This is an optimization exercise on Yosys and OpenROAD, whose aim is small area, a short achievable clock period and few clock cycles per item, not a production implementation. Function was checked by simulation only, so behaviour that the tests miss may differ from the original. Power figures rest on the tool's default switching activity, not on a simulated workload.

==> design.v <==
package noc_pkg;
    localparam int PHIT_SIZE          = 16;
    localparam int VC_IDX_W           = 4;
    localparam int LENGTH_PHIT_INDEX  = 1;
    localparam int LENGTH_FIELD_WIDTH = 16;
    localparam int CNT_W              = 17;
    typedef logic [PHIT_SIZE-1:0] phit_t;
    typedef logic [VC_IDX_W-1:0]  vc_idx_t;
    typedef enum logic {
        ARB  = 1'b0,
        SEND = 1'b1
    } out_state_t;
    function automatic logic [CNT_W-1:0] pkt_phits(
        input logic [LENGTH_FIELD_WIDTH-1:0] len,
        input int                            fs
    );
        logic [CNT_W-1:0] p;
        p = CNT_W'(len * fs);
        if (p < CNT_W'(2)) p = CNT_W'(2);
        pkt_phits = p;
    endfunction
endpackage
module inj_vc_fifo #(
    parameter int W     = 17,
    parameter int DEPTH = 4
) (
    input  logic         clk,
    input  logic         rst,
    input  logic         push,
    input  logic [W-1:0] din,
    input  logic         pop,
    input  logic         rsel,
    output logic [4*W-1:0] ents,
    output logic [3:0]     rs,
    output logic         full,
    output logic         empty
);
    localparam logic [7:0] CODES = 8'b10_11_01_00;
    logic [W-1:0] mem [4];
    logic [1:0]   wp, rp, wp_n, rp_n;
    assign wp_n = {wp[0], ~wp[1]};
    assign rp_n = {rp[0], ~rp[1]};
    for (genvar i = 0; i < 4; i++) begin : g_rd
        assign ents[i*W +: W] = mem[i];
        assign rs[i]          = rsel & (rp == CODES[2*i +: 2]);
    end
    always_ff @(posedge clk) begin
        if (rst) begin
            wp    <= 2'b00;
            rp    <= 2'b00;
            full  <= 1'b0;
            empty <= 1'b1;
        end else begin
            if (push) wp <= wp_n;
            if (pop)  rp <= rp_n;
            if (push & ~pop) begin
                empty <= 1'b0;
                full  <= (wp_n == rp);
            end
            if (pop & ~push) begin
                full  <= 1'b0;
                empty <= (rp_n == wp);
            end
        end
    end
    for (genvar i = 0; i < 4; i++) begin : g_ent
        always_ff @(posedge clk) begin
            if (push && wp == CODES[2*i +: 2]) mem[i] <= din;
        end
    end
endmodule
module pe_injection_port #(
    parameter int phit_size               = noc_pkg::PHIT_SIZE,
    parameter int flit_size               = 1,
    parameter int addr_length             = 8,
    parameter int addr_place_in_header    = 0,
    parameter int no_vc                   = 8,
    parameter int floorplusone_log2_no_vc = noc_pkg::VC_IDX_W,
    parameter int buf_depth               = 4
) (
    input  logic                               clk,
    input  logic                               full_reset,
    input  logic [phit_size-1:0]               in_data,
    input  logic                               in_sent_req,
    input  logic                               in_new,
    input  logic [floorplusone_log2_no_vc-1:0] in_vc_no,
    output logic                               out_ready,
    output logic [phit_size-1:0]               out_data,
    output logic                               out_sent_req,
    output logic                               out_new,
    output logic                               out_tail,
    output logic [floorplusone_log2_no_vc-1:0] out_vc_no,
    input  logic                               in_ready,
    output logic [addr_length-1:0]             out_dest_addr,
    output logic                               protocol_error,
    output logic [31:0]                        no_packet_inject_report,
    output logic [31:0]                        stall_cycles_report
);
    localparam int LFW = noc_pkg::LENGTH_FIELD_WIDTH;
    localparam int VW  = floorplusone_log2_no_vc;
    localparam int SW  = $clog2(no_vc);
    localparam int EW  = phit_size + 1;
    logic [no_vc-1:0] full, empty, push, pop, rsel;
    logic [4*EW-1:0]  ents [no_vc];
    logic [4*no_vc-1:0] rs;
    logic [no_vc-1:0] body, lenx, rz;
    logic [LFW-1:0]   rem [no_vc];
    logic [no_vc-1:0] dec, acc;
    logic             sel_body, sel_lenx, sel_rz;
    logic [LFW-1:0]   sel_rem, rem_nxt;
    logic             ok, last, rz_nxt;
    inj_vc_dec #(
        .VW (VW),
        .N  (no_vc)
    ) u_dec (
        .vc  (in_vc_no),
        .dec (dec)
    );
    assign acc = dec & ~full;
    always_comb begin
        sel_body = 1'b0;
        sel_lenx = 1'b0;
        sel_rz   = 1'b0;
        sel_rem  = '0;
        for (int v = 0; v < no_vc; v++) begin
            sel_body = sel_body | (dec[v] & body[v]);
            sel_lenx = sel_lenx | (dec[v] & lenx[v]);
            sel_rz   = sel_rz   | (dec[v] & rz[v]);
            sel_rem  = sel_rem  | (rem[v] & {LFW{dec[v]}});
        end
    end
    inj_ready #(
        .VW (VW),
        .N  (no_vc)
    ) u_ready (
        .vc    (in_vc_no),
        .nfull (~full),
        .ready (out_ready)
    );
    logic ready_int;
    inj_ready #(
        .VW (VW),
        .N  (no_vc)
    ) u_ready_int (
        .vc    (in_vc_no),
        .nfull (~full),
        .ready (ready_int)
    );
    assign ok        = in_new ^ sel_body;
    assign last      = ~in_new & (sel_lenx ? (in_data[LFW-1:0] < LFW'(3))
                                           : sel_rz);
    logic [LFW-1:0] rem_dec;
    inj_decr #(
        .W (LFW)
    ) u_decr (
        .a (sel_rem),
        .y (rem_dec)
    );
    assign rem_nxt   = sel_lenx ? in_data[LFW-1:0] : rem_dec;
    assign rz_nxt    = sel_lenx ? (in_data[LFW-1:0] == LFW'(3))
                                : (sel_rem == LFW'(4));
    for (genvar v = 0; v < no_vc; v++) begin : g_vc
        assign push[v] = in_sent_req & acc[v] & (in_new ^ body[v]);
        always_ff @(posedge clk) begin
            if (full_reset) begin
                body[v] <= 1'b0;
                lenx[v] <= 1'b0;
            end else if (push[v]) begin
                body[v] <= in_new | ~last;
                lenx[v] <= in_new;
            end
        end
        always_ff @(posedge clk) begin
            if (push[v] & ~in_new) begin
                rem[v] <= rem_nxt;
                rz[v]  <= rz_nxt;
            end
        end
        inj_vc_fifo #(
            .W     (EW),
            .DEPTH (buf_depth)
        ) u_fifo (
            .clk   (clk),
            .rst   (full_reset),
            .push  (push[v]),
            .din   ({last, in_data}),
            .pop   (pop[v]),
            .rsel  (rsel[v]),
            .ents  (ents[v]),
            .rs    (rs[4*v +: 4]),
            .full  (full[v]),
            .empty (empty[v])
        );
    end
    logic                   o_valid, o_new, o_tail, lock;
    logic [phit_size-1:0]   o_data;
    logic [SW-1:0]          o_vc;
    logic [addr_length-1:0] o_dest;
    logic                   adv, found, avail;
    logic [no_vc-1:0]       win, cur;
    logic [SW-1:0]          sel;
    logic [EW-1:0]          s_head;
    always_comb begin
        found = 1'b0;
        win   = '0;
        for (int v = 0; v < no_vc; v++) begin
            if (!found && !empty[v] && (SW'(v) > o_vc)) begin
                found  = 1'b1;
                win[v] = 1'b1;
            end
        end
        for (int v = 0; v < no_vc; v++) begin
            if (!found && !empty[v] && (SW'(v) <= o_vc)) begin
                found  = 1'b1;
                win[v] = 1'b1;
            end
        end
    end
    always_comb begin
        sel = o_vc;
        for (int v = 0; v < no_vc; v++)
            if (win[v]) sel = SW'(v);
    end
    for (genvar v = 0; v < no_vc; v++) begin : g_cur
        assign cur[v] = (o_vc == SW'(v));
    end
    assign rsel  = lock ? cur : win;
    assign avail = lock ? ~|(cur & empty) : found;
    assign adv   = ~o_valid | in_ready;
    assign pop   = rsel & {no_vc{adv & avail}};
    logic [4*no_vc*EW-1:0] all_ents;
    for (genvar v = 0; v < no_vc; v++) begin : g_ents
        assign all_ents[4*EW*v +: 4*EW] = ents[v];
    end
    inj_sel #(
        .W (EW),
        .N (4 * no_vc)
    ) u_sel (
        .d (all_ents),
        .s (rs),
        .y (s_head)
    );
    always_ff @(posedge clk) begin
        if (full_reset) begin
            o_valid <= 1'b0;
            lock    <= 1'b0;
            o_vc    <= SW'(no_vc - 1);
        end else if (adv) begin
            o_valid <= avail;
            if (avail) begin
                o_vc <= lock ? o_vc : sel;
                lock <= ~lock | ~s_head[phit_size];
            end
        end
    end
    always_ff @(posedge clk) begin
        if (adv) begin
            o_data <= s_head[phit_size-1:0];
            o_tail <= s_head[phit_size];
            o_new  <= ~lock;
            if (!lock) o_dest <= s_head[addr_place_in_header +: addr_length];
        end
    end
    assign out_sent_req  = o_valid;
    assign out_data      = o_data;
    assign out_new       = o_new;
    assign out_tail      = o_tail;
    assign out_vc_no     = VW'(o_vc);
    assign out_dest_addr = o_dest;
    always_ff @(posedge clk) begin
        if (full_reset) protocol_error <= 1'b0;
        else if (in_sent_req & ready_int & ~ok) protocol_error <= 1'b1;
    end
    logic [31:0] pkt_cnt, stall_cnt;
    always_ff @(posedge clk) begin
        if (full_reset) begin
            pkt_cnt   <= '0;
            stall_cnt <= '0;
        end else begin
            if (o_valid & in_ready & o_tail) pkt_cnt   <= pkt_cnt + 32'd1;
            if (in_sent_req & ~ready_int)    stall_cnt <= stall_cnt + 32'd1;
        end
    end
    assign no_packet_inject_report = pkt_cnt;
    assign stall_cycles_report     = stall_cnt;
endmodule
module inj_vc_dec #(
    parameter int VW = 4,
    parameter int N  = 8
) (
    input  logic [VW-1:0] vc,
    output logic [N-1:0]  dec
);
    for (genvar v = 0; v < N; v++) begin : g_dec
        assign dec[v] = (vc == VW'(v));
    end
endmodule
module inj_ready #(
    parameter int VW = 4,
    parameter int N  = 8
) (
    input  logic [VW-1:0] vc,
    input  logic [N-1:0]  nfull,
    output logic          ready
);
    localparam int SW = $clog2(N);
    logic [SW-1:0] vc_n;
    logic [N-1:0]  t;
    for (genvar b = 0; b < SW; b++) begin : g_inv
        inj_inv u_inv (
            .a (vc[b]),
            .y (vc_n[b])
        );
    end
    for (genvar v = 0; v < N; v++) begin : g_term
        logic [SW-1:0] lit;
        for (genvar b = 0; b < SW; b++) begin : g_lit
            assign lit[b] = ((v >> b) & 1) ? vc[b] : vc_n[b];
        end
        inj_nand #(
            .N (SW + 1)
        ) u_term (
            .a ({lit, nfull[v]}),
            .y (t[v])
        );
    end
    logic [1:0] any;
    logic       none, high;
    for (genvar h = 0; h < 2; h++) begin : g_half
        inj_nand #(
            .N (N / 2)
        ) u_any (
            .a (t[h*N/2 +: N/2]),
            .y (any[h])
        );
    end
    assign high = (vc >= VW'(N));
    inj_nor2 u_none (
        .a (any[0]),
        .b (any[1]),
        .y (none)
    );
    inj_nor2 u_ready (
        .a (none),
        .b (high),
        .y (ready)
    );
endmodule
module inj_inv (
    input  logic a,
    output logic y
);
    assign y = ~a;
endmodule
module inj_sel #(
    parameter int W = 17,
    parameter int N = 32
) (
    input  logic [N*W-1:0] d,
    input  logic [N-1:0]   s,
    output logic [W-1:0]   y
);
    localparam int G = N / 4;
    logic [W-1:0] yg [4];
    logic [W-1:0] n01, n23;
    for (genvar g = 0; g < 4; g++) begin : g_grp
        inj_sel_grp #(
            .W (W),
            .N (G)
        ) u_grp (
            .d (d[g*G*W +: G*W]),
            .s (s[g*G +: G]),
            .y (yg[g])
        );
    end
    for (genvar b = 0; b < W; b++) begin : g_bit
        inj_nor2 u_n01 (
            .a (yg[0][b]),
            .b (yg[1][b]),
            .y (n01[b])
        );
        inj_nor2 u_n23 (
            .a (yg[2][b]),
            .b (yg[3][b]),
            .y (n23[b])
        );
        inj_nand #(
            .N (2)
        ) u_y (
            .a ({n01[b], n23[b]}),
            .y (y[b])
        );
    end
endmodule
module inj_sel_grp #(
    parameter int W = 17,
    parameter int N = 8
) (
    input  logic [N*W-1:0] d,
    input  logic [N-1:0]   s,
    output logic [W-1:0]   y
);
    always_comb begin
        y = '0;
        for (int i = 0; i < N; i++) y = y | (d[i*W +: W] & {W{s[i]}});
    end
endmodule
module inj_nor2 (
    input  logic a,
    input  logic b,
    output logic y
);
    assign y = ~(a | b);
endmodule
module inj_decr #(
    parameter int W = 16
) (
    input  logic [W-1:0] a,
    output logic [W-1:0] y
);
    assign y = a - W'(1);
endmodule
module inj_nand #(
    parameter int N = 4
) (
    input  logic [N-1:0] a,
    output logic         y
);
    assign y = ~&a;
endmodule
==> flow/run.sh <==
#!/bin/bash
# The standard layout (standard.sh, unchanged synthesis and steps), with one
# change: the port buffers that global placement inserts are plain
# sky130_fd_sc_hd__buf_1 cells instead of the delay buffers buffer_ports
# picks by default; timing repair still resizes them where needed.
# All of ORFS's output goes to standard.log here, and its per-step logs stay
# under orfs/logs/.
set -euo pipefail
export BUFFER_PORTS_ARGS="-buffer_cell sky130_fd_sc_hd__buf_1"
bash standard.sh > standard.log 2>&1
==> standard.sh <==
#!/bin/bash
# synth_recipe.tcl (not shown) runs the flow's synth.tcl, then flattens the netlist and writes it again
# the make line also repeats each setting of config.mk as NAME=value (left out here)
make -C /OpenROAD-flow-scripts/flow DESIGN_CONFIG=/design/flow/config.mk WORK_HOME=/design/flow/orfs CLKGATE_MAP_FILE= SYNTH_SCRIPT=/design/flow/synth_recipe.tcl "${@:-finish}"
==> config.mk <==
export PLATFORM = sky130hd
export DESIGN_NAME = pe_injection_port
export DESIGN_NICKNAME = pe_injection_port
export VERILOG_FILES = /design/flow/design.v
export SDC_FILE = /design/flow/constraint.sdc
export NUM_CORES = 4
export LEC_CHECK = 0
export CAP_MARGIN = 20
export CORE_MARGIN = 2
export CORE_UTILIZATION = 60
export CTS_CLUSTER_DIAMETER = 100
export CTS_CLUSTER_SIZE = 25
export SETUP_SLACK_MARGIN = 3.55
export SLEW_MARGIN = 20
export SYNTH_HIERARCHICAL = 1
==> constraint.sdc <==
create_clock -name core_clock -period 7.0 [get_ports {clk}]
set_input_delay 1.4000 -clock core_clock [delete_from_list [all_inputs] [get_ports {clk}]]
set_output_delay 1.4000 -clock core_clock [all_outputs]
set_load 0.01 [all_outputs]
==> results.txt, run 1 <==
Clock buffer depth - 3
Skew final - 22.6 ps
GP Congestion - 0.836
Seq pwr share - 0.612
Clock group share of total power - 0.277
Synthesis Warnings - 15
Crit path time final - 3490 ps
Number of global-route vias before repair - 19.3k
Num CTS Buffers - 39
Synth-to-layout area growth - 8.69%
Reg2reg path depth - 14
P_int - 6960 uW
Top-level I/O count - 122
Hold Crit Depth - 2
Clock Sinks - 840
Root Buffer - clkbuf_16
Crit path capture type - primary output
Largest net degree at the start of global routing - 80
Routed WL per cell - 26.0 um
Worst relative slew slack - 0.291
TritonRoute pass-1 iters - 5
Sequential area share after synthesis - 0.713
Die X - 240 um
Gate power share - 0.111
CTS tree - yes
Vias per cell - 6.40
Core area - 55,100 um^2
Chip height - 240 um
Final period util - 0.498
Initial antenna violation count - 1
Post-Syn Area - 33,500 um^2
WP data arrival - 2090 ps
Hold Startpoint - lenx[6]
Ys async rst share - 0
Final-layout fill cell count - 4,004
Mapped Cells - 2,262
VDD IR max - 0.000270 V
Synth area leaders - edfxtp_1, dfxtp_1, a22oi_1
Slew @ Worst Pin - 1060 ps
Final std cells w/o fill - 3,164
Final setup viols - 0
Setup slack, reg-to-reg - 3520 ps
Critical Path Fanout Max - 12
NumNets Final - 2,430
Synth Flop Type - edfxtp_1
Overflow after GRT - 0
Clock latency on the worst-skew pair - 600 ps
Leak pwr - 0.0115 uW
Pwr/cell area - 254 nW/um^2
Status - timing/DRC/antenna clean
Distinct cells, synth - 81
Initial Util - 0.608
CP Class - in -> out
Startpoint Class - input port
Max-Cap Viols - 0
Reg clk slew, reported paths - 90 ps
HP Class - reg -> reg
Sw Share - 0.246
# DRC - 0
R2R Path Start - g_vc[5].u_fifo.empty
Aggregate global-route resource usage - 0.282
Detailed-route via count - 20.3k
Post-synth EDFFs - 706
Inst Count DP - 3,060
Total wire length - 82,400 um
Number of port buffers - 120
Hpwl dp - 50,500 um
Full die area - 57,700 um^2
Worst path required time - 5600 ps
Post-synth top area share - 0.633
Top-count cell post-synth - edfxtp_1
Synth cell count leaders - edfxtp_1, a22oi_1, nor2_1
Critical R2R Capture - lock
FP Rows - 86
Routed Antenna Nets - 0
Fin Setup TNS - 0 ps
Proportion of layout cells with a drive suffix above 1 - 0.117
1st-iter DRT viols - 1,812
Hold Path Sink - lenx[6]
Final hold vios - 0
Yosys top cell by area - edfxtp_1
Max Freq - 287 MHz
Final Max Tran Viols - 0
First-pass GRT wire length - 120,000 um
Yosys reg bits - 840
Sw Pwr - 2270 uW
CTS Hold Bufs - 0
Synth Area per Inst - 14.8 um^2
RSZ-0062 raised after global routing - true
H-tree levels - 2
area by class of cell:
type	instances	area (um^2)	area share
Antenna cell	2	5.00	0.000138
Clock buffer	67	1090	0.0300
Clock inverter	2	17.5	0.000481
Inverter	55	236	0.00650
Multi-Input combinational cell	1258	8980	0.247
Sequential cell	840	23900	0.657
Tap cell	748	936	0.0257
Timing Repair Buffer	192	1220	0.0336
Yosys stat by module (local to each module, per instance), excerpt:
module / copies in the design / flops+latches / cells / cell area [um^2]
pe_injection_port: 1 / 248 / 879 / 10500
inj_inv: 6 / 0 / 1 / 3.75
inj_nor2: 38 / 0 / 1 / 3.75
state kept, by name, indices dropped and copies added, names as in the netlist, 3 cells and up:
| signal | flops |
|---|---|
| stall_cnt | 32 |
| rem | 128 |
| lenx | 8 |
| g_vc.u_fifo.full | 8 |
| o_dest | 8 |
| pkt_cnt | 32 |
| g_vc.u_fifo.empty | 8 |
| rz | 8 |
| o_data | 16 |
| g_vc.u_fifo.rp | 16 |
| g_vc.u_fifo.mem | 544 |
| body | 8 |
| g_vc.u_fifo.wp | 16 |
| o_vc | 3 |
per-layer routing:
layer | up-vias | GRT usage | part of all wire
met5 | - | 0 | 0.00016
met4 | 2 | 0.0685 | 0.025
met3 | 106 | 0.0450 | 0.076
met2 | 784 | 0.458 | 0.48
met1 | 10200 | 0.404 | 0.42
li1 | 9122 | - | -
worst max path at each step:
stage,from,to,slack (ps),cells after the start
after CTS,in_vc_no[0],out_ready,3380,7
after global placement,in_vc_no[1],g_vc[3].u_fifo.mem[3][15],2320,5
after floorplan,in_vc_no[3],rem[0][15],3380,9
after detailed placement,in_vc_no[1],g_vc[3].u_fifo.mem[3][15],2200,5
after global routing,g_vc[5].u_fifo.empty,lock,3260,13
final,in_vc_no[2],out_ready,3510,6
cell usage in the layout (no fill, tap or decap), drive strengths merged, types with 9 or more instances in the layout:
master and n:
a21o 11, a21oi 41, a22oi 348, and3 33
and3b 9, buf 183, clkbuf 76, dfxtp 134
edfxtp 706, ha 19, inv 55, mux2 17
mux2i 18, nand2 81, nand2b 40, nand3 37
nand4 135, nor2 194, nor2b 9, nor3b 9
nor4 14, o21ai 26, o31ai 9, xnor2 30
xor2 63
cell families after synthesis:
family | Yosys count | share of synthesized area
AOI/OAI and AO/OA | 482 | 0.108
xor gates and xnor gates | 93 | 0.0243
adders and majority gates | 19 | 0.00710
buffers and inverters | 169 | 0.0338
DFF | 840 | 0.713
muxes | 37 | 0.0127
other | 1 | 0.000112
and+or+nand+nor | 621 | 0.101
what timing repair did:
action                     in CTS  in global routing
resized for setup              52                 63
gates cloned                    0                  9
pin swaps                       1                 23
setup endpoints to repair     782                478
buffers inserted                4                 20
critical path, cell delays in order:
cell and delay (ps):
buf_16 140, nand4_1 110, nand4_1 110, nor2_1 120, nor2_1 60, buf_2 140
per-stage QoR:
step / utilization / area (um^2) / hold WS [ps] / total power, uW / worst slack, ps
after floorplan: - / 33700 / 446 / 6330 / 3380
after global placement: 0.627 / 34500 / 460 / 6710 / 2320
after detailed placement: 0.627 / 34500 / 468 / 6730 / 2200
after CTS: 0.650 / 35800 / 483 / 9220 / 3380
after global routing: 0.660 / 36400 / 508 / 9530 / 3260
final: 0.660 / 36400 / 483 / 9230 / 3510
power groups by stage:
stage,Sequential [uW],Clock [uW],Combinational (uW)
finish,5650,2550,1030
global route,5670,2760,1100
CTS,5650,2590,980
detailed placement,5760,0,970
global placement,5760,0,951
floorplan,5750,0,583
Testbench counts, summed over its fixed seeds: cycles 10,595, packets 2,400.
==> run 2: changes to the inputs <==
--- a/design.v
+++ b/design.v
@@ -195,33 +195,26 @@
     logic                   o_valid, o_new, o_tail, lock;
     logic [phit_size-1:0]   o_data;
-    logic [SW-1:0]          o_vc;
     logic [addr_length-1:0] o_dest;
+    logic [no_vc-1:0]       cur, pm;
     logic                   adv, found, avail;
-    logic [no_vc-1:0]       win, cur;
-    logic [SW-1:0]          sel;
+    logic [no_vc-1:0]       win, pm_win;
+    logic [SW-1:0]          o_vc;
     logic [EW-1:0]          s_head;
+    inj_rr #(
+        .N (no_vc)
+    ) u_rr (
+        .req   (~empty),
+        .pm    (pm),
+        .gnt   (win),
+        .found (found)
+    );
     always_comb begin
-        found = 1'b0;
-        win   = '0;
-        for (int v = 0; v < no_vc; v++) begin
-            if (!found && !empty[v] && (SW'(v) > o_vc)) begin
-                found  = 1'b1;
-                win[v] = 1'b1;
-            end
-        end
-        for (int v = 0; v < no_vc; v++) begin
-            if (!found && !empty[v] && (SW'(v) <= o_vc)) begin
-                found  = 1'b1;
-                win[v] = 1'b1;
-            end
-        end
+        pm_win[0] = 1'b0;
+        for (int v = 1; v < no_vc; v++) pm_win[v] = pm_win[v-1] | win[v-1];
     end
     always_comb begin
-        sel = o_vc;
+        o_vc = '0;
         for (int v = 0; v < no_vc; v++)
-            if (win[v]) sel = SW'(v);
-    end
-    for (genvar v = 0; v < no_vc; v++) begin : g_cur
-        assign cur[v] = (o_vc == SW'(v));
+            if (cur[v]) o_vc = o_vc | SW'(v);
     end
     assign rsel  = lock ? cur : win;
@@ -245,9 +238,13 @@
             o_valid <= 1'b0;
             lock    <= 1'b0;
-            o_vc    <= SW'(no_vc - 1);
+            cur     <= no_vc'(1) << (no_vc - 1);
+            pm      <= '0;
         end else if (adv) begin
             o_valid <= avail;
             if (avail) begin
-                o_vc <= lock ? o_vc : sel;
+                if (!lock) begin
+                    cur <= win;
+                    pm  <= pm_win;
+                end
                 lock <= ~lock | ~s_head[phit_size];
             end
@@ -353,47 +350,31 @@
     assign y = ~a;
 endmodule
-module inj_sel #(
-    parameter int W = 17,
-    parameter int N = 32
+module inj_rr #(
+    parameter int N = 8
 ) (
-    input  logic [N*W-1:0] d,
-    input  logic [N-1:0]   s,
-    output logic [W-1:0]   y
+    input  logic [N-1:0] req,
+    input  logic [N-1:0] pm,
+    output logic [N-1:0] gnt,
+    output logic         found
 );
-    localparam int G = N / 4;
-    logic [W-1:0] yg [4];
-    logic [W-1:0] n01, n23;
-    for (genvar g = 0; g < 4; g++) begin : g_grp
-        inj_sel_grp #(
-            .W (W),
-            .N (G)
-        ) u_grp (
-            .d (d[g*G*W +: G*W]),
-            .s (s[g*G +: G]),
-            .y (yg[g])
-        );
-    end
-    for (genvar b = 0; b < W; b++) begin : g_bit
-        inj_nor2 u_n01 (
-            .a (yg[0][b]),
-            .b (yg[1][b]),
-            .y (n01[b])
-        );
-        inj_nor2 u_n23 (
-            .a (yg[2][b]),
-            .b (yg[3][b]),
-            .y (n23[b])
-        );
-        inj_nand #(
-            .N (2)
-        ) u_y (
-            .a ({n01[b], n23[b]}),
-            .y (y[b])
-        );
+    logic [N-1:0] hi, g_hi, g_lo;
+    logic [N-1:0] seen_hi, seen_lo;
+    assign hi = req & pm;
+    always_comb begin
+        seen_hi[0] = 1'b0;
+        seen_lo[0] = 1'b0;
+        for (int v = 1; v < N; v++) begin
+            seen_hi[v] = seen_hi[v-1] | hi[v-1];
+            seen_lo[v] = seen_lo[v-1] | req[v-1];
+        end
     end
+    assign g_hi  = hi & ~seen_hi;
+    assign g_lo  = req & ~seen_lo;
+    assign gnt   = (|hi) ? g_hi : g_lo;
+    assign found = |req;
 endmodule
-module inj_sel_grp #(
+module inj_sel #(
     parameter int W = 17,
-    parameter int N = 8
+    parameter int N = 32
 ) (
     input  logic [N*W-1:0] d,
--- a/config.mk
+++ b/config.mk
@@ -8,5 +8,5 @@
 export CAP_MARGIN = 20
 export CORE_MARGIN = 2
-export CORE_UTILIZATION = 60
+export CORE_UTILIZATION = 40
 export CTS_CLUSTER_DIAMETER = 100
 export CTS_CLUSTER_SIZE = 25
==> results.txt, run 2 <==
Status - timing/DRC/antenna clean
Final hold vios - 0 (unchanged)
Slew @ Worst Pin - 985 ps (-77.9 ps)
Die X - 293 um (+22%)
Crit path capture type - primary output
Max Freq - 281 MHz (-2.1%)
HP Class - reg -> reg
Total wire length - 86,700 um (+5.3%)
Number of port buffers - 120 (unchanged)
Vias per cell - 5.83 (-9.0%)
Top-count cell post-synth - edfxtp_1
Worst path required time - 5600 ps (about the same)
GP Congestion - 0.827 (-1.1%)
1st-iter DRT viols - 2,221 (+23%)
WHS - 483 ps (-0.312 ps)
Hpwl dp - 53,200 um (+5.4%)
Proportion of layout cells with a drive suffix above 1 - 0.139 (+0.0220)
Final Max Tran Viols - 0 (unchanged)
Routed Antenna Nets - 0 (unchanged)
Most frequent cells in the layout - edfxtp_1, a22oi_1, nor2_1
Initial Util - 0.402 (-0.206)
NumNets Final - 2,476 (+1.9%)
RSZ-0062 raised after global routing - true
First-pass GRT wire length - 128,000 um (+6.5%)
CTS tree - yes
Detailed-route via count - 20.6k (+1.9%)
Initial antenna violation count - 5 (+4)
Reg clk slew, reported paths - 90 ps (about the same)
Num CTS Buffers - 40 (+2.6%)
Post-synth EDFFs - 706 (unchanged)
Post-synth top area share - 0.634 (+0.000853)
Post-Syn Area - 33,400 um^2 (-0.13%)
Pwr/cell area - 246 nW/um^2 (-2.9%)
TritonRoute pass-1 iters - 5 (unchanged)
FP Rows - 106 (+23%)
Full die area - 85,900 um^2 (+49%)
Worst relative slew slack - 0.343 (+0.0519)
Synth Flop Type - edfxtp_1
Largest net degree at the start of global routing - 73 (-8.8%)
Root Buffer - clkbuf_16
Final setup viols - 0 (unchanged)
Clock latency on the worst-skew pair - 620 ps (+20 ps)
Synth Area per Inst - 14.8 um^2 (-0.31%)
Clock buffer depth - 3 (unchanged)
VDD IR max - 0.000199 V (-26%)
Core area - 83,200 um^2 (+51%)
Mapped Cells - 2,266 (+0.18%)
Sequential area share after synthesis - 0.722 (+0.00815)
Synth-to-layout area growth - 12.7%
CP Class - in -> out
Ys async rst share - 0 (unchanged)
CTS Hold Bufs - 0 (unchanged)
Biggest register - g_vc.u_fifo.mem
Yosys reg bits - 852 (+1.4%)
Synthesis Warnings - 14 (-1)
Clock Sinks - 852 (+1.4%)
Number of global-route vias before repair - 20.0k (+3.8%)
Yosys top cell by area - edfxtp_1
Number of flip-flops in the largest register - 544 (unchanged)
Max-Cap Viols - 0 (unchanged)
Synth cell count leaders - edfxtp_1, a22oi_1, nor2_1
Chip height - 293 um (+22%)
Top-level I/O count - 122 (unchanged)
Crit path time final - 3560 ps (+73.6 ps)
Skew final - 48.3 ps (+25.6 ps)
Critical Path Fanout Max - 9 (-3)
# DRC - 0 (unchanged)
Final period util - 0.509 (+0.0105)
Leak pwr - 0.0117 uW (+1.4%)
Synth area leaders - edfxtp_1, dfxtp_1, a22oi_1
Distinct cells, synth - 62 (-23%)
Biggest regs - g_vc.u_fifo.mem x544, rem x128
Aggregate global-route resource usage - 0.195 (-0.0869)
Inst Count DP - 3,399 (+11%)
Startpoint Class - input port
N_diodes - 0 (-2)
WP data arrival - 2160 ps (+70 ps)
Final std cells w/o fill - 3,543 (+12%)
Routed WL per cell - 24.5 um (-6.0%)
Commonest non-fill, non-tap cell in the layout - edfxtp_1
Overflow after GRT - 0 (unchanged)
Fin Setup TNS - 0 ps (unchanged)
H-tree levels - 2 (unchanged)
run 2: cell types whose count changed after synthesis, moves of 14 or more:
cell     delta
buf_2      +17
buf_6      -28
inv_1      +30
nand2_1    -30
nor2_1     -17
nor3_1     +14
nor4_1     +16
or4_1      +21
xnor2_1    +35
xor2_1     -38
run 2: modules after synthesis (local to each module, per instance), a selection:
module / flops+latches / copies in the design / cells inside / area, um^2
inj_inv: 0 / 6 / 1 / 3.75
inj_nor2: 0 / 4 / 1 / 3.75
pe_injection_port: 260 / 1 / 882 / 10500
run 2: path summary, 6_finish.rpt:
check | slack (ps) | depth (start not counted) | to | start
max reg2reg | 3640 | 10 | o_data[12] | g_vc[4].u_fifo.empty
min reg2reg | 480 | 2 | lenx[3] | lenx[3]
min | 480 | 2 | lenx[3] | lenx[3]
max | 3440 | 7 | out_ready | in_vc_no[2]
run 2: logic make-up after synthesis:
logic type | share of synthesized area
other | 0.000112
multiplexers | 0.0138
AND/OR/NAND/NOR | 0.0999
AO/OA/AOI/OAI | 0.104
buffers and inverters | 0.0302
flip-flops | 0.722
XOR/XNOR | 0.0236
adder cells (fa/ha/maj) | 0.00711
run 2: critical path, stage by stage:
cell and delay, ps:
buf_12 120, inv_4 70, nand4_1 120, nand4_1 130, nor2_1 60, nor2_1 100
buf_2 150
run 2: layout make-up:
type	instances	area, um^2
timing repair buffer	226	1670
sequential	852	24100
multi-input combinational	1230	8980
clock buffer	68	1150
inverter	82	335
fill	7222	45500
clock inverter	5	46.3
tap	1080	1350
run 2: repair_timing:
action / 4_1_cts / 5_1_grt
endpoints found under the setup margin: 789 / 385
resized for setup: 86 / 56
hold endpoints to repair: 0 / 0
setup buffers: 35 / 27
cloned: 4 / 5
pin swaps: 22 / 32
run 2: metal layers:
| layer | track usage | share of wire |
|---|---|---|
| met5 | 0 | 0.00014 |
| met1 | 0.267 | 0.43 |
| met4 | 0.0465 | 0.021 |
| met2 | 0.335 | 0.50 |
| met3 | 0.0217 | 0.054 |
run 2: per-stage QoR:
| stage | util | cell area, um^2 | setup slack (ps) | power [uW] |
|---|---|---|---|---|
| 2_1_floorplan | - | 33800 | 3370 | 6230 |
| 3_3_place_gp | 0.423 | 35200 | 2100 | 6590 |
| 3_5_place_dp | 0.423 | 35200 | 1980 | 6610 |
| 4_1_cts | 0.446 | 37100 | 3510 | 9300 |
| 5_1_grt | 0.453 | 37700 | 3410 | 9570 |
| 6_report | 0.453 | 37700 | 3440 | 9280 |
run 2: where the power goes:
group          switching [uW]  internal [uW]  leakage, uW  total, uW
sequential               77.4           5630      0.00762       5700
clock                    1540           1150     0.000574       2680
combinational             583            306      0.00350        889
total                    2200           7080       0.0117       9280
Testbench counts of run 2, summed over its fixed seeds: cycles 10,595, packets 2,400.
==> run 3: changes to the inputs <==
--- a/config.mk
+++ b/config.mk
@@ -8,5 +8,5 @@
 export CAP_MARGIN = 20
 export CORE_MARGIN = 2
-export CORE_UTILIZATION = 40
+export CORE_UTILIZATION = 60
 export CTS_CLUSTER_DIAMETER = 100
 export CTS_CLUSTER_SIZE = 25
==> results.txt, run 3 <==
Final hold vios - 0 (unchanged)
Routed WL per cell - 26.7 um (+9.2%)
P_int - 7060 uW (-0.25%)
Final Max Tran Viols - 0 (unchanged)
FP Rows - 86 (-19%)
Die X - 240 um (-18%)
Status - timing/DRC/antenna clean
Yosys reg bits - 852 (unchanged)
Top-count cell post-synth - edfxtp_1
Mapped Cells - 2,266 (unchanged)
Routed Antenna Nets - 0 (unchanged)
Top-level I/O count - 122 (unchanged)
Reg clk slew, reported paths - 100 ps (about the same)
Final Util - 0.673 (+0.220)
First-pass GRT wire length - 125,000 um (-2.1%)
Worst path required time - 5600 ps (about the same)
Detailed-route via count - 20.6k (-0.36%)
# DRC - 0 (unchanged)
Post-synth EDFFs - 706 (unchanged)
Post-Syn Area - 33,400 um^2 (unchanged)
Initial antenna violation count - 6 (+1)
Core area - 55,100 um^2 (-34%)
Final setup viols - 0 (unchanged)
Max-Cap Viols - 0 (unchanged)
Synth Area per Inst - 14.8 um^2 (unchanged)
Overflow after GRT - 0 (unchanged)
Total wire length - 85,600 um (-1.3%)
Synth cell count leaders - edfxtp_1, a22oi_1, nor2_1
Hpwl dp - 52,700 um (-0.98%)
VDD IR max - 0.000280 V (+41%)
Full die area - 57,600 um^2 (-33%)
WP data arrival - 2130 ps (-30 ps)
NumNets Final - 2,471 (-0.20%)
Seq pwr share - 0.616 (about the same)
Post-synth top area share - 0.634 (unchanged)
Num CTS Buffers - 40 (unchanged)
TritonRoute pass-1 iters - 5 (unchanged)
Biggest register - g_vc.u_fifo.mem
Number of global-route vias before repair - 19.3k (-3.6%)
Critical Path Fanout Max - 8 (-1)
Yosys top cell by area - edfxtp_1
Pwr/cell area - 250 nW/um^2 (+1.3%)
Most frequent cells in the layout - edfxtp_1, a22oi_1, nor2_1
Chip height - 240 um (-18%)
Largest net degree at the start of global routing - 94 (+29%)
GP Congestion - 0.833 (+0.75%)
Synth Flop Type - edfxtp_1
Number of port buffers - 120 (unchanged)
Number of flip-flops in the largest register - 544 (unchanged)
Slew @ Worst Pin - 1120 ps (+132 ps)
H-tree levels - 2 (unchanged)
Crit path capture type - primary output
Vias per cell - 6.43 (+10%)
Fin Setup TNS - 0 ps (unchanged)
Proportion of layout cells with a drive suffix above 1 - 0.134 (-0.00544)
HP Class - reg -> reg
Crit path time final - 3530 ps (-26.5 ps)
Synth-to-layout area growth - 11.0%
Sequential area share after synthesis - 0.722 (unchanged)
Distinct cells, synth - 62 (unchanged)
Startpoint Class - input port
Clock Sinks - 852 (unchanged)
Clock latency on the worst-skew pair - 620 ps (about the same)
1st-iter DRT viols - 2,161 (-2.7%)
Sw Share - 0.237 (+0.000270)
CTS tree - yes
Leak pwr - 0.0116 uW (-0.62%)
Root Buffer - clkbuf_16
Skew final - 30.9 ps (-17.4 ps)
Worst relative slew slack - 0.255 (-0.0883)
Ys async rst share - 0 (unchanged)
Sw Pwr - 2200 uW (-0.10%)
Aggregate global-route resource usage - 0.295 (+0.0994)
Place WS - 1870 ps (-116 ps)
Synthesis Warnings - 14 (unchanged)
Commonest non-fill, non-tap cell in the layout - edfxtp_1
RSZ-0062 raised after global routing - true
Initial Util - 0.607 (+0.205)
Setup ws final - 3470 ps (+26.5 ps)
CP Class - in -> out
Gate power share - 0.096 (about the same)
Final period util - 0.505 (-0.00379)
Clock buffer depth - 3 (unchanged)
Final-layout fill cell count - 3,926 (-46%)
Synth area leaders - edfxtp_1, dfxtp_1, a22oi_1
Clock group share of total power - 0.288 (about the same)
Max Freq - 283 MHz (+0.75%)
Biggest regs - g_vc.u_fifo.mem x544, rem x128
WHS - 484 ps (+0.848 ps)
-- run 3: per-layer routing --
metal / up-vias / global-route usage / routed length (um)
met5: - / 0 / 11
met4: 2 / 0.0791 / 2510
met3: 122 / 0.0445 / 6000
met2: 767 / 0.492 / 41800
met1: 10500 / 0.408 / 35300
li1: 9217 / - / -
-- run 3: final cells by class --
class | instances | area, um^2 | share of cell area
sequential | 852 | 24100 | 0.651
timing repair inverter | 1 | 5.00 | 0.000135
clock inverter | 4 | 47.5 | 0.00128
antenna | 1 | 2.50 | 0.0000675
inverter | 82 | 342 | 0.00921
clock buffer | 62 | 1130 | 0.0304
tap | 748 | 936 | 0.0252
timing repair buffer | 222 | 1590 | 0.0428
multi-input combinational | 1228 | 8920 | 0.240
-- run 3: cells by family after synthesis --
family	share of synthesized area
flip-flops	0.722
other	0.000112
multiplexers	0.0138
AND/OR/NAND/NOR	0.0999
XOR/XNOR	0.0236
buffers and inverters	0.0302
AO/OA/AOI/OAI	0.104
adder cells (fa/ha/maj)	0.00711
-- run 3: power groups by stage --
stage / Combinational, uW / Sequential, uW / Clock [uW]
after floorplan: 414 / 5810 / 0
final: 888 / 5700 / 2670
after global routing: 950 / 5710 / 2870
after global placement: 781 / 5800 / 0
after CTS: 850 / 5700 / 2700
after detailed placement: 798 / 5810 / 0
-- run 3: worst max-delay path, stage by stage --
cell     delay [ps]
buf_12          110
nand4_1         140
nand4_1         140
nor2_1           60
nor2_1          120
buf_2           160
-- run 3: timing repair --
| action | CTS | global route |
|---|---|---|
| cloned | 5 | 5 |
| setup buffers | 24 | 27 |
| gates resized for setup | 78 | 61 |
| pin swaps | 21 | 36 |
| hold buffers | 0 | 0 |
| setup endpoints to repair | 805 | 377 |
-- run 3: path summary, 6_finish.rpt --
kind,startpoint,to,slack [ps],depth (start not counted)
hold / removal,lenx[6],lenx[6],480,2
hold reg to reg,lenx[6],lenx[6],480,2
setup reg to reg,g_vc[5].u_fifo.empty,o_data[14],3610,10
setup / recovery,in_vc_no[2],out_ready,3470,6
-- run 3: modules after synthesis, one instance, submodules excluded, a selection --
module	times used	cells	flops+latches	area [um^2]
pe_injection_port	1	882	260	10500
inj_inv	6	1	0	3.75
inj_nor2	4	1	0	3.75
-- run 3: per-stage QoR --
step | instances | cell area, um^2 | power, uW
6_report | 3200 | 37100 | 9260
5_1_grt | 3199 | 37100 | 9530
3_3_place_gp | 3071 | 34800 | 6580
2_1_floorplan | 2270 | 33800 | 6230
4_1_cts | 3167 | 36600 | 9250
3_5_place_dp | 3072 | 34800 | 6610
==> run 4: changes to the inputs <==
--- a/design.v
+++ b/design.v
@@ -138,13 +138,4 @@
         .ready (out_ready)
     );
-    logic ready_int;
-    inj_ready #(
-        .VW (VW),
-        .N  (no_vc)
-    ) u_ready_int (
-        .vc    (in_vc_no),
-        .nfull (~full),
-        .ready (ready_int)
-    );
     assign ok        = in_new ^ sel_body;
     assign last      = ~in_new & (sel_lenx ? (in_data[LFW-1:0] < LFW'(3))
@@ -267,5 +258,5 @@
     always_ff @(posedge clk) begin
         if (full_reset) protocol_error <= 1'b0;
-        else if (in_sent_req & ready_int & ~ok) protocol_error <= 1'b1;
+        else if (in_sent_req & out_ready & ~ok) protocol_error <= 1'b1;
     end
     logic [31:0] pkt_cnt, stall_cnt;
@@ -276,5 +267,5 @@
         end else begin
             if (o_valid & in_ready & o_tail) pkt_cnt   <= pkt_cnt + 32'd1;
-            if (in_sent_req & ~ready_int)    stall_cnt <= stall_cnt + 32'd1;
+            if (in_sent_req & ~out_ready)    stall_cnt <= stall_cnt + 32'd1;
         end
     end
--- a/config.mk
+++ b/config.mk
@@ -8,5 +8,5 @@
 export CAP_MARGIN = 20
 export CORE_MARGIN = 2
-export CORE_UTILIZATION = 60
+export CORE_UTILIZATION = 40
 export CTS_CLUSTER_DIAMETER = 100
 export CTS_CLUSTER_SIZE = 25
==> results.txt, run 4 <==
Biggest register - g_vc.u_fifo.mem
CTS Hold Bufs - 0 (unchanged)
1st-iter DRT viols - 1,987 (-8.1%)
Post-synthesis mux area share - 0.0135 (-0.000270)
Ys async rst share - 0 (unchanged)
TritonRoute pass-1 iters - 6 (+1)
Clock latency on the worst-skew pair - 630 ps (about the same)
Worst path required time - 5600 ps (about the same)
Final hold vios - 0 (unchanged)
Vias per cell - 5.85 (-9.0%)
Max Freq - 275 MHz (-3.0%)
WP data arrival - 2240 ps (+110 ps)
Slew @ Worst Pin - 1050 ps (-67.2 ps)
Total Power - 9400 uW (+1.5%)
Crit path time final - 3640 ps (+110 ps)
Yosys reg bits - 852 (unchanged)
Final instance area - 37,500 um^2 (+1.0%)
Initial antenna violation count - 3 (-3)
Crit path capture type - primary output
Post-synthesis simple-gate area fraction - 0.0981 (-0.00177)
Clock group share of total power - 0.298 (+0.010)
CP Class - in -> out
Number of global-route vias before repair - 19.6k (+1.5%)
Pwr/cell area - 251 nW/um^2 (+0.48%)
Placed Instance Area - 35,100 um^2 (+0.94%)
Synth cell count leaders - edfxtp_1, a22oi_1, nor2_1
HP Class - reg -> reg
Chip height - 293 um (+22%)
Yosys top cell by area - edfxtp_1
Routed Antenna Nets - 0 (unchanged)
Place WS - 2080 ps (+210 ps)
Largest family of logic cells by synthesized area - compound AO/OA/AOI/OAI gates
FP Rows - 105 (+22%)
H-tree levels - 2 (unchanged)
Startpoint Class - input port
P_int - 7190 uW (+1.8%)
Max-Cap Viols - 0 (unchanged)
Status - timing/DRC/antenna clean
Top-level I/O count - 122 (unchanged)
Initial Util - 0.405 (-0.202)
Reg clk slew, reported paths - 110 ps (about the same)
Xor/xnor share of the synthesized area - 0.0223 (-0.00126)
Core area - 82,400 um^2 (+50%)
Total wire length - 86,300 um (+0.87%)
VDD IR max - 0.000146 V (-48%)
Sw Share - 0.235 (-0.00229)
Adder and majority gate portion of the synthesized area - 0.00713 (+0.0000157)
Number of flip-flops in the largest register - 544 (unchanged)
First-pass GRT wire length - 126,000 um (+0.71%)
Largest net degree at the start of global routing - 90 (-4.3%)
Critical Path Fanout Max - 13 (+5)
Synth area leaders - edfxtp_1, dfxtp_1, a22oi_1
Top-count cell post-synth - edfxtp_1
Post-Syn Area - 33,400 um^2 (-0.22%)
Proportion of layout cells with a drive suffix above 1 - 0.139 (+0.00499)
Hold Startpoint - lenx[0]
# DRC - 0 (unchanged)
R2R Path Start - g_vc[6].u_fifo.empty
Most frequent cells in the layout - edfxtp_1, a22oi_1, dfxtp_1
Clock Sinks - 852 (unchanged)
Synth Area per Inst - 14.8 um^2 (+0.44%)
CTS tree - yes
Setup ws final - 3360 ps (-110 ps)
RSZ-0062 raised after global routing - true
Post-synth EDFFs - 706 (unchanged)
Biggest regs - g_vc.u_fifo.mem x544, rem x128
Seq pwr share - 0.607 (-0.009)
Routed WL per cell - 24.6 um (-7.9%)
Number of port buffers - 120 (unchanged)
Final setup viols - 0 (unchanged)
Compound-Gate Fraction of Synth Area - 0.106 (+0.00214)
Skew final - 36.9 ps (+6.03 ps)
Commonest non-fill, non-tap cell in the layout - edfxtp_1
NumNets Final - 2,447 (-0.97%)
Post-synth top area share - 0.636 (+0.00140)
Leak pwr - 0.0116 uW (about the same)
Final period util - 0.520 (+0.0156)
GP Congestion - 0.820 (-1.6%)
Gate power share - 0.095 (about the same)
Hpwl dp - 53,000 um (+0.70%)
Sequential area share after synthesis - 0.723 (+0.00160)
Num CTS Buffers - 40 (unchanged)
Root Buffer - clkbuf_16
Fin Setup TNS - 0 ps (unchanged)
Synth-to-layout area growth - 12.3%
Mapped Cells - 2,251 (-0.66%)
Worst relative slew slack - 0.300 (+0.0448)
Final Max Tran Viols - 0 (unchanged)
Aggregate global-route resource usage - 0.194 (-0.100)
Detailed-route via count - 20.5k (-0.28%)
Crit path from - in_vc_no[2]
Synth Flop Type - edfxtp_1
Overflow after GRT - 0 (unchanged)
Clock buffer depth - 3 (unchanged)
Distinct cells, synth - 64 (+3.2%)
Synthesis Warnings - 14 (unchanged)
Die X - 293 um (+22%)
Sw Pwr - 2210 uW (+0.53%)
Full die area - 85,700 um^2 (+49%)
## run 4: final timing paths
| kind | to | slack [ps] | depth (start not counted) |
|---|---|---|---|
| worst min-delay path | lenx[0] | 490 | 2 |
| worst max register to register | o_data[4] | 3650 | 11 |
| worst min register to register | lenx[0] | 490 | 2 |
| worst max-delay path | out_ready | 3360 | 7 |
## run 4: per-stage QoR
| step | std cells | hold WS (ps) | utilization |
|---|---|---|---|
| after global routing | 3505 | 511 | 0.455 |
| after floorplan | 2255 | 446 | - |
| final | 3506 | 493 | 0.455 |
| after detailed placement | 3375 | 473 | 0.426 |
| after CTS | 3475 | 491 | 0.449 |
| after global placement | 3375 | 465 | 0.426 |
## run 4: cells by family after synthesis
group,Yosys count
fa+ha+maj,19
xor+xnor,85
mux,43
buf+inv,191
other cells,1
simple gates,581
compound gates,479
flops,852
## run 4: Yosys stat by module, one instance, submodules excluded, excerpt
module             cells  copies in the design  flip-flops and latches  cell area (um^2)
pe_injection_port    883                     1                     260             10500
inj_nor2               1                     2                       0              3.75
inj_inv                1                     3                       0              3.75
## run 4: power groups by stage
| stage | Sequential, uW | Combinational (uW) | Clock, uW |
|---|---|---|---|
| after floorplan | 5810 | 410 | 0 |
| after global placement | 5810 | 770 | 0 |
| after detailed placement | 5810 | 791 | 0 |
| after CTS | 5700 | 851 | 2850 |
| after global routing | 5710 | 954 | 3020 |
| final | 5700 | 894 | 2800 |
## run 4: what timing repair did
action	CTS	global route
pin swaps	18	32
endpoints found under the setup margin	743	356
gates resized for setup	80	49
buffers inserted	24	28
gates cloned	2	2
## run 4: worst max-delay path, cell delays in order
cell     delay [ps]
buf_12          120
inv_4            60
nand4_1         120
nand4_1         140
nor2_1           60
nor2_2          190
buf_6           150
## run 4: area by class of cell
type,instances,area (um^2)
timing repair buffer,215,1490
clock inverter,6,114
antenna,1,2.50
inverter,79,322
tap,1070,1340
clock buffer,68,1170
sequential,852,24100
multi-input combinational,1215,8910
fill,7153,44900
## run 4: metal layers
metal | GRT usage | up-vias | wire length (um)
met5 | 0 | - | 13
met3 | 0.0234 | 102 | 4830
met2 | 0.324 | 705 | 42300
met4 | 0.0524 | 2 | 1840
li1 | - | 9141 | -
met1 | 0.270 | 10600 | 37300
Testbench counts of run 4, summed over its fixed seeds: cycles 10,595, packets 2,400.
==> run 5: changes to the inputs <==
==> run.sh (new file) <==
#!/bin/bash
# synth_recipe.tcl (not shown) runs the flow's synth.tcl, then flattens the netlist and writes it again
# the make line also repeats each setting of config.mk as NAME=value (left out here)
make -C /OpenROAD-flow-scripts/flow DESIGN_CONFIG=/design/flow/config.mk WORK_HOME=/design/flow/orfs CLKGATE_MAP_FILE= SYNTH_SCRIPT=/design/flow/synth_recipe.tcl finish
removed: flow/run.sh
removed: standard.sh
==> results.txt, run 5 <==
Clock latency on the worst-skew pair - 620 ps (about the same)
Final instance area - 38,000 um^2 (+1.5%)
Largest net degree at the start of global routing - 90 (unchanged)
Num CTS Buffers - 40 (unchanged)
Fin Setup TNS - 0 ps (unchanged)
Final period util - 0.522 (+0.00178)
Full die area - 85,700 um^2 (unchanged)
Worst relative slew slack - 0.326 (+0.0263)
Total wire length - 86,600 um (+0.31%)
Synthesis Warnings - 14 (unchanged)
FP Rows - 105 (unchanged)
1st-iter DRT viols - 2,224 (+12%)
Commonest non-fill, non-tap cell in the layout - edfxtp_1
Post-Syn Area - 33,400 um^2 (unchanged)
Overflow after GRT - 0 (unchanged)
Leak pwr - 0.0118 uW (+1.5%)
Critical Path Fanout Max - 12 (-1)
Initial antenna violation count - 5 (+2)
# DRC - 0 (unchanged)
Initial Util - 0.405 (unchanged)
RSZ-0062 raised after global routing - true
Total Power - 9350 uW (-0.51%)
Pwr/cell area - 246 nW/um^2 (-2.0%)
Seq pwr share - 0.610 (+0.003)
H-tree levels - 2 (unchanged)
Most frequent cells in the layout - edfxtp_1, a22oi_1, dfxtp_1
Sw Share - 0.235 (about the same)
Clock buffer depth - 3 (unchanged)
Worst path required time - 5600 ps (about the same)
Final hold vios - 0 (unchanged)
Synth-to-layout area growth - 14.0%
Aggregate global-route resource usage - 0.197 (+0.00307)
Die X - 293 um (unchanged)
Final Max Tran Viols - 0 (unchanged)
Post-synth EDFFs - 706 (unchanged)
Number of flip-flops in the largest register - 544 (unchanged)
Gate power share - 0.101 (+0.006)
Max Freq - 274 MHz (-0.34%)
Top-count cell post-synth - edfxtp_1
Biggest register - g_vc.u_fifo.mem
Reg area - 24,100 um^2 (unchanged)
Synth cell count leaders - edfxtp_1, a22oi_1, nor2_1
TritonRoute pass-1 iters - 5 (-1)
Yosys top cell by area - edfxtp_1
NumNets Final - 2,441 (-0.25%)
Max-Cap Viols - 0 (unchanged)
P_int - 7150 uW (-0.52%)
Hpwl dp - 53,900 um (+1.5%)
Slew @ Worst Pin - 1010 ps (-39.5 ps)
Post-synth top area share - 0.636 (unchanged)
VDD IR max - 0.000151 V (+3.3%)
Routed WL per cell - 24.8 um (+0.74%)
Chip height - 293 um (unchanged)
Crit path capture type - primary output
Multi-input logic area - 8950 um^2 (+0.53%)
Proportion of layout cells with a drive suffix above 1 - 0.132 (-0.00658)
CTS Hold Bufs - 0 (unchanged)
Status - timing/DRC/antenna clean
Core area - 82,400 um^2 (unchanged)
Vias per cell - 5.80 (-0.88%)
Reg clk slew, reported paths - 110 ps (about the same)
Placed Instance Area - 35,900 um^2 (+2.1%)
Startpoint Class - input port
Routed Antenna Nets - 0 (unchanged)
Final setup viols - 0 (unchanged)
Root Buffer - clkbuf_16
Mapped Cells - 2,251 (unchanged)
Sw Pwr - 2200 uW (-0.48%)
Top-level I/O count - 122 (unchanged)
Ys async rst share - 0 (unchanged)
Yosys reg bits - 852 (unchanged)
WP data arrival - 2260 ps (+20 ps)
Distinct cells, synth - 64 (unchanged)
Synth Area per Inst - 14.8 um^2 (unchanged)
CTS tree - yes
HP Class - reg -> reg
First-pass GRT wire length - 128,000 um (+1.4%)
Clock group share of total power - 0.289 (-0.009)
Skew final - 35.1 ps (-1.83 ps)
GP Congestion - 0.844 (+3.0%)
Synth Flop Type - edfxtp_1
Crit path time final - 3660 ps (+12.4 ps)
Final-layout fill cell count - 7,059 (-1.3%)
Number of port buffers - 120 (unchanged)
WHS - 489 ps (-3.86 ps)
Detailed-route via count - 20.3k (-1.3%)
CP Class - in -> out
Sequential area share after synthesis - 0.723 (unchanged)
Number of global-route vias before repair - 19.8k (+0.70%)
Biggest regs - g_vc.u_fifo.mem x544, rem x128
Clock Sinks - 852 (unchanged)
Synth area leaders - edfxtp_1, dfxtp_1, a22oi_1
## run 5: routing by layer
| layer | up-vias | wire length (um) | global-route usage |
|---|---|---|---|
| met5 | - | 13 | 0 |
| met4 | 2 | 2440 | 0.0603 |
| met3 | 113 | 5070 | 0.0211 |
| met2 | 671 | 41400 | 0.322 |
| met1 | 10300 | 37700 | 0.279 |
| li1 | 9129 | - | - |
## run 5: kinds of logic (layout without fill, tap and decap cells)
kind of cell | count (synthesis) | after routing | synth area share
fa+ha+maj | 19 | 19 | 0.00713
other cells | 1 | 6 | 0.000112
simple gates | 581 | 581 | 0.0981
xor+xnor | 85 | 85 | 0.0223
mux | 43 | 43 | 0.0135
flops | 852 | 852 | 0.723
compound gates | 479 | 482 | 0.106
buf+inv | 191 | 353 | 0.0297
## run 5: cell type report
class                      instances  share of cell area
antenna                            1           0.0000658
sequential                       852               0.634
clock buffer                      62              0.0302
inverter                          79             0.00826
tap                             1070              0.0352
clock inverter                     3             0.00109
multi-input combinational       1215               0.235
timing repair buffer             209              0.0556
## run 5: metrics by stage
step	instances	setup WS (ps)	utilization
floorplan	2255	3380	-
global placement	3377	2020	0.435
detailed placement	3377	1900	0.435
CTS	3477	3310	0.458
global route	3490	3300	0.462
finish	3491	3340	0.462
## run 5: repair_timing
| item | 4_1_cts | 5_1_grt |
|---|---|---|
| gates cloned | 3 | 0 |
| pin swaps | 28 | 19 |
| setup buffers | 32 | 13 |
| setup endpoints to repair | 794 | 403 |
| resized for setup | 119 | 42 |
## run 5: final timing paths
check	endpoint	slack, ps	start	depth (start not counted)
worst max-delay path	out_ready	3340	in_vc_no[2]	7
worst min register to register	lenx[2]	490	lenx[2]	2
worst max register to register	o_data[13]	3640	g_vc[5].u_fifo.empty	12
worst min-delay path	lenx[2]	490	lenx[2]	2
## run 5: worst max-delay path: stages
cell and delay [ps]:
buf_12 120, inv_8 50, nand4_1 110, nand4_1 140
nor2_1 70, nor2_2 190, buf_2 180
## run 5: per-module statistics from Yosys (local to each module, per instance), excerpt
| module | copies in the design | flip-flops and latches |
|---|---|---|
| inj_inv | 3 | 0 |
| inj_nor2 | 2 | 0 |
| pe_injection_port | 1 | 260 |
## run 5: power by group through the flow
stage | Sequential [uW] | Combinational (uW) | Clock (uW)
after floorplan | 5810 | 410 | 0
after global placement | 5800 | 857 | 0
after detailed placement | 5810 | 875 | 0
after CTS | 5700 | 927 | 2750
after global routing | 5720 | 1000 | 2920
final | 5700 | 947 | 2700
==> run 6: changes to the inputs <==
--- a/design.v
+++ b/design.v
@@ -34,5 +34,6 @@
     output logic [3:0]     rs,
     output logic         full,
-    output logic         empty
+    output logic         empty,
+    output logic         one
 );
     localparam logic [7:0] CODES = 8'b10_11_01_00;
@@ -64,4 +65,5 @@
         end
     end
+    assign one = ~empty & (rp_n == wp);
     for (genvar i = 0; i < 4; i++) begin : g_ent
         always_ff @(posedge clk) begin
@@ -101,5 +103,5 @@
     localparam int SW  = $clog2(no_vc);
     localparam int EW  = phit_size + 1;
-    logic [no_vc-1:0] full, empty, push, pop, rsel;
+    logic [no_vc-1:0] full, empty, one, push, pop, rsel;
     logic [4*EW-1:0]  ents [no_vc];
     logic [4*no_vc-1:0] rs;
@@ -138,4 +140,13 @@
         .ready (out_ready)
     );
+    logic ready_int;
+    inj_ready #(
+        .VW (VW),
+        .N  (no_vc)
+    ) u_ready_int (
+        .vc    (in_vc_no),
+        .nfull (~full),
+        .ready (ready_int)
+    );
     assign ok        = in_new ^ sel_body;
     assign last      = ~in_new & (sel_lenx ? (in_data[LFW-1:0] < LFW'(3))
@@ -181,27 +192,28 @@
             .rs    (rs[4*v +: 4]),
             .full  (full[v]),
-            .empty (empty[v])
+            .empty (empty[v]),
+            .one   (one[v])
         );
     end
-    logic                   o_valid, o_new, o_tail, lock;
-    logic [phit_size-1:0]   o_data;
-    logic [addr_length-1:0] o_dest;
-    logic [no_vc-1:0]       cur, pm;
-    logic                   adv, found, avail;
-    logic [no_vc-1:0]       win, pm_win;
-    logic [SW-1:0]          o_vc;
+    logic [no_vc-1:0]       cur, prev, pm, req, gnt, win;
+    logic                   hdr, found_rr, found, hs, choose;
+    logic [addr_length-1:0] dest;
     logic [EW-1:0]          s_head;
+    logic [SW-1:0]          o_vc;
+    always_comb begin
+        pm[0] = 1'b0;
+        for (int v = 1; v < no_vc; v++) pm[v] = pm[v-1] | prev[v-1];
+    end
+    assign req = ~empty & ~(cur & one);
     inj_rr #(
         .N (no_vc)
     ) u_rr (
-        .req   (~empty),
+        .req   (req),
         .pm    (pm),
-        .gnt   (win),
-        .found (found)
+        .gnt   (gnt),
+        .found (found_rr)
     );
-    always_comb begin
-        pm_win[0] = 1'b0;
-        for (int v = 1; v < no_vc; v++) pm_win[v] = pm_win[v-1] | win[v-1];
-    end
+    assign win   = found_rr ? gnt : push;
+    assign found = found_rr | (|push);
     always_comb begin
         o_vc = '0;
@@ -209,8 +221,4 @@
             if (cur[v]) o_vc = o_vc | SW'(v);
     end
-    assign rsel  = lock ? cur : win;
-    assign avail = lock ? ~|(cur & empty) : found;
-    assign adv   = ~o_valid | in_ready;
-    assign pop   = rsel & {no_vc{adv & avail}};
     logic [4*no_vc*EW-1:0] all_ents;
     for (genvar v = 0; v < no_vc; v++) begin : g_ents
@@ -225,38 +233,34 @@
         .y (s_head)
     );
+    assign rsel         = cur;
+    assign out_sent_req = |(cur & ~empty);
+    assign hs           = out_sent_req & in_ready;
+    assign pop          = cur & {no_vc{hs}};
+    assign choose       = ~|cur | (hs & s_head[phit_size]);
     always_ff @(posedge clk) begin
         if (full_reset) begin
-            o_valid <= 1'b0;
-            lock    <= 1'b0;
-            cur     <= no_vc'(1) << (no_vc - 1);
-            pm      <= '0;
-        end else if (adv) begin
-            o_valid <= avail;
-            if (avail) begin
-                if (!lock) begin
-                    cur <= win;
-                    pm  <= pm_win;
-                end
-                lock <= ~lock | ~s_head[phit_size];
-            end
+            cur  <= '0;
+            prev <= no_vc'(1) << (no_vc - 1);
+            hdr  <= 1'b0;
+        end else if (choose) begin
+            cur <= win;
+            hdr <= 1'b1;
+            if (found) prev <= win;
+        end else if (hs) begin
+            hdr <= 1'b0;
         end
     end
     always_ff @(posedge clk) begin
-        if (adv) begin
-            o_data <= s_head[phit_size-1:0];
-            o_tail <= s_head[phit_size];
-            o_new  <= ~lock;
-            if (!lock) o_dest <= s_head[addr_place_in_header +: addr_length];
-        end
+        if (hdr) dest <= s_head[addr_place_in_header +: addr_length];
     end
-    assign out_sent_req  = o_valid;
-    assign out_data      = o_data;
-    assign out_new       = o_new;
-    assign out_tail      = o_tail;
+    assign out_data      = s_head[phit_size-1:0];
+    assign out_new       = hdr;
+    assign out_tail      = s_head[phit_size];
     assign out_vc_no     = VW'(o_vc);
-    assign out_dest_addr = o_dest;
+    assign out_dest_addr = hdr ? s_head[addr_place_in_header +: addr_length]
+                               : dest;
     always_ff @(posedge clk) begin
         if (full_reset) protocol_error <= 1'b0;
-        else if (in_sent_req & out_ready & ~ok) protocol_error <= 1'b1;
+        else if (in_sent_req & ready_int & ~ok) protocol_error <= 1'b1;
     end
     logic [31:0] pkt_cnt, stall_cnt;
@@ -266,6 +270,6 @@
             stall_cnt <= '0;
         end else begin
-            if (o_valid & in_ready & o_tail) pkt_cnt   <= pkt_cnt + 32'd1;
-            if (in_sent_req & ~out_ready)    stall_cnt <= stall_cnt + 32'd1;
+            if (hs & out_tail)               pkt_cnt   <= pkt_cnt + 32'd1;
+            if (in_sent_req & ~ready_int)    stall_cnt <= stall_cnt + 32'd1;
         end
     end
==> flow/run.sh (new file) <==
#!/bin/bash
# The standard layout (standard.sh, unchanged synthesis and steps), with one
# change: the port buffers that global placement inserts are plain
# sky130_fd_sc_hd__buf_1 cells instead of the delay buffers buffer_ports
# picks by default; timing repair still resizes them where needed.
# All of ORFS's output goes to standard.log here, and its per-step logs stay
# under orfs/logs/.
set -euo pipefail
export BUFFER_PORTS_ARGS="-buffer_cell sky130_fd_sc_hd__buf_1"
bash standard.sh > standard.log 2>&1
==> standard.sh (new file) <==
#!/bin/bash
# synth_recipe.tcl (not shown) runs the flow's synth.tcl, then flattens the netlist and writes it again
# the make line also repeats each setting of config.mk as NAME=value (left out here)
make -C /OpenROAD-flow-scripts/flow DESIGN_CONFIG=/design/flow/config.mk WORK_HOME=/design/flow/orfs CLKGATE_MAP_FILE= SYNTH_SCRIPT=/design/flow/synth_recipe.tcl "${@:-finish}"
removed: run.sh
==> results.txt, run 6 <==
Worst relative slew slack - 0.239 (-0.0868)
NumNets Final - 2,491 (+2.0%)
Synth Area per Inst - 14.7 um^2 (-0.97%)
Final std cells w/o fill - 3,545 (+1.5%)
Critical R2R Capture - cur[2]
Hold Startpoint - dest[0]
First-pass GRT wire length - 127,000 um (-0.13%)
TritonRoute pass-1 iters - 5 (unchanged)
Core area - 81,700 um^2 (-0.80%)
Synth-to-layout area growth - 15.1%
Yosys top cell by area - edfxtp_1
Distinct cells, synth - 60 (-6.3%)
Crit path time final - 4330 ps (+676 ps)
Pwr/cell area - 242 nW/um^2 (-1.4%)
Number of port buffers - 120 (unchanged)
Most frequent cells in the layout - edfxtp_1, a22oi_1, nor2_1
GP Congestion - 0.828 (-1.9%)
Top-level I/O count - 122 (unchanged)
CP Class - reg -> out
VDD IR max - 0.000155 V (+2.2%)
Yosys reg bits - 833 (-2.2%)
Max-Cap Viols - 0 (unchanged)
Synth cell count leaders - edfxtp_1, a22oi_1, nor2_1
Synth area leaders - edfxtp_1, dfxtp_1, a22oi_1
Critical Path Fanout Max - 10 (-2)
Proportion of layout cells with a drive suffix above 1 - 0.186 (+0.0540)
Number of flip-flops in the largest register - 544 (unchanged)
Clock latency on the worst-skew pair - 610 ps (about the same)
Slew @ Worst Pin - 1140 ps (+129 ps)
# DRC - 0 (unchanged)
Overflow after GRT - 0 (unchanged)
Synthesis Warnings - 14 (unchanged)
Number of global-route vias before repair - 19.8k (+0.22%)
Skew final - 33.1 ps (-1.99 ps)
Final instance area - 37,800 um^2 (-0.66%)
Final hold vios - 0 (unchanged)
Clock Sinks - 833 (-2.2%)
Detailed-route via count - 20.7k (+2.3%)
Routed WL per cell - 24.9 um (+0.29%)
Fin Setup TNS - 0 ps (unchanged)
Root Buffer - clkbuf_16
Num CTS Buffers - 39 (-2.5%)
Sequential area share after synthesis - 0.715 (-0.00788)
Worst path required time - 5600 ps (about the same)
Full die area - 84,400 um^2 (-1.6%)
Placed Instance Area - 34,700 um^2 (-3.4%)
Biggest register - g_vc.u_fifo.mem
Crit path capture type - primary output
Largest net degree at the start of global routing - 85 (-5.6%)
Total wire length - 88,200 um (+1.8%)
Reg2reg path depth - 11 (-1)
Ys async rst share - 0 (unchanged)
Setup slack, reg-to-reg - 3640 ps (about the same)
FP Rows - 105 (unchanged)
HP Class - reg -> reg
Post-synth top area share - 0.622 (-0.0136)
Leak pwr - 0.0119 uW (+0.59%)
Synth Flop Type - edfxtp_1
Routed Antenna Nets - 0 (unchanged)
Inst Count DP - 3,377 (unchanged)
Biggest regs - g_vc.u_fifo.mem x544, rem x128
Top-count cell post-synth - edfxtp_1
Post-synth EDFFs - 680 (-3.7%)
Initial Util - 0.402 (-0.00321)
Hpwl dp - 53,200 um (-1.3%)
Final period util - 0.619 (+0.0965)
Die X - 290 um (-0.78%)
N_diodes - 0 (-1)
Aggregate global-route resource usage - 0.199 (+0.00162)
Commonest non-fill, non-tap cell in the layout - edfxtp_1
CTS tree - yes
Total Power - 9160 uW (-2.0%)
WP data arrival - 2930 ps (+670 ps)
Status - timing/DRC/antenna clean
Clock buffer depth - 3 (unchanged)
Hold Crit Depth - 1 (-1)
RSZ-0062 raised after global routing - true
Post-Syn Area - 32,800 um^2 (-1.6%)
Chip height - 290 um (-0.78%)
1st-iter DRT viols - 2,049 (-7.9%)
Hold Path Sink - dest[0]
Final Max Tran Viols - 0 (unchanged)
Startpoint Class - flop
R2R Path Start - prev[0]
Mapped Cells - 2,237 (-0.62%)
Initial antenna violation count - 3 (-2)
Max Freq - 231 MHz (-16%)
Reg clk slew, reported paths - 100 ps (about the same)
Final setup viols - 0 (unchanged)
Vias per cell - 5.85 (+0.77%)
H-tree levels - 2 (unchanged)
## run 6: per-layer routing
layer / global-route usage / up-vias / routed length [um]
met5: 0 / - / 13
met4: 0.0552 / 2 / 2350
met3: 0.0278 / 119 / 6140
met2: 0.328 / 794 / 42000
met1: 0.277 / 10600 / 37700
li1: - / 9234 / -
## run 6: through the flow
stage	setup WS (ps)	util	hold slack [ps]
3_3_place_gp	1750	0.424	455
2_1_floorplan	3260	-	446
6_report	2670	0.462	477
3_5_place_dp	1610	0.424	460
4_1_cts	2640	0.451	480
5_1_grt	2630	0.462	496
## run 6: worst max-delay path by stage
stage                           start                        end  slack (ps)
after floorplan                in_new                  rem[3][0]        3260
after global placement    in_vc_no[2]  g_vc[7].u_fifo.mem[0][12]        1750
after detailed placement  in_vc_no[2]  g_vc[7].u_fifo.mem[0][12]        1610
after CTS                      cur[0]           out_dest_addr[0]        2640
after global routing           cur[0]           out_dest_addr[1]        2630
final                          cur[0]           out_dest_addr[1]        2670
## run 6: logic make-up (layout without fill, tap and decap cells)
group / after synthesis / in the layout / share of synthesized area
muxes: 43 / 43 / 0.0140
xor gates and xnor gates: 100 / 100 / 0.0267
DFF: 833 / 833 / 0.715
AOI/OAI and AO/OA: 461 / 461 / 0.106
buffers and inverters: 168 / 395 / 0.0275
adders and majority gates: 19 / 19 / 0.00724
and+or+nand+nor: 612 / 619 / 0.103
other: 1 / 5 / 0.000114
## run 6: layout make-up
type,count,area (um^2)
clock buffers,63,1070
clock inverters,6,51.3
fillers,7100,43900
inverters,57,251
multi-input cells,1247,9350
flip-flops and latches,833,23600
well taps,1070,1340
repair buffers,269,2180
## run 6: where the power goes
| part | total, uW | switching [uW] | internal [uW] |
|---|---|---|---|
| logic | 1100 | 664 | 439 |
| registers | 5480 | 54.3 | 5420 |
| clock network | 2580 | 1500 | 1070 |
| total | 9160 | 2220 | 6940 |
## run 6: critical path: stages (launching register included)
cell	delay [ps]
dfxtp_4	390
and3b_2	220
buf_12	150
a22oi_2	160
nand4_1	350
or4_4	640
mux2_4	290
buf_6	120
## run 6: timing repair
item                                    in CTS  in global routing
gates cloned                                 4                 12
endpoints found under the setup margin     835                290
endpoints found under the hold margin        0                  0
buffers inserted                            46                 36
gates resized for setup                    193                 99
pin swaps                                   42                 53
hold buffers                                 0                  0
## run 6: modules after synthesis (local to each module, per instance), a selection
| module | cell area, um^2 | flip-flops and latches |
|---|---|---|
| inj_nor2 | 3.75 | 0 |
| pe_injection_port | 9910 | 241 |
| inj_inv | 3.75 | 0 |
Testbench counts of run 6, summed over its fixed seeds: cycles 10,587, packets 2,400.

Check on run 6: ideal ports give 2.669 ns setup slack; a clkbuf_16 on the clock port and buf_2 on the inputs give 2.599 ns; moving port delays by the midpoint clock arrival (0.666 ns) as well gives 2.866 ns.
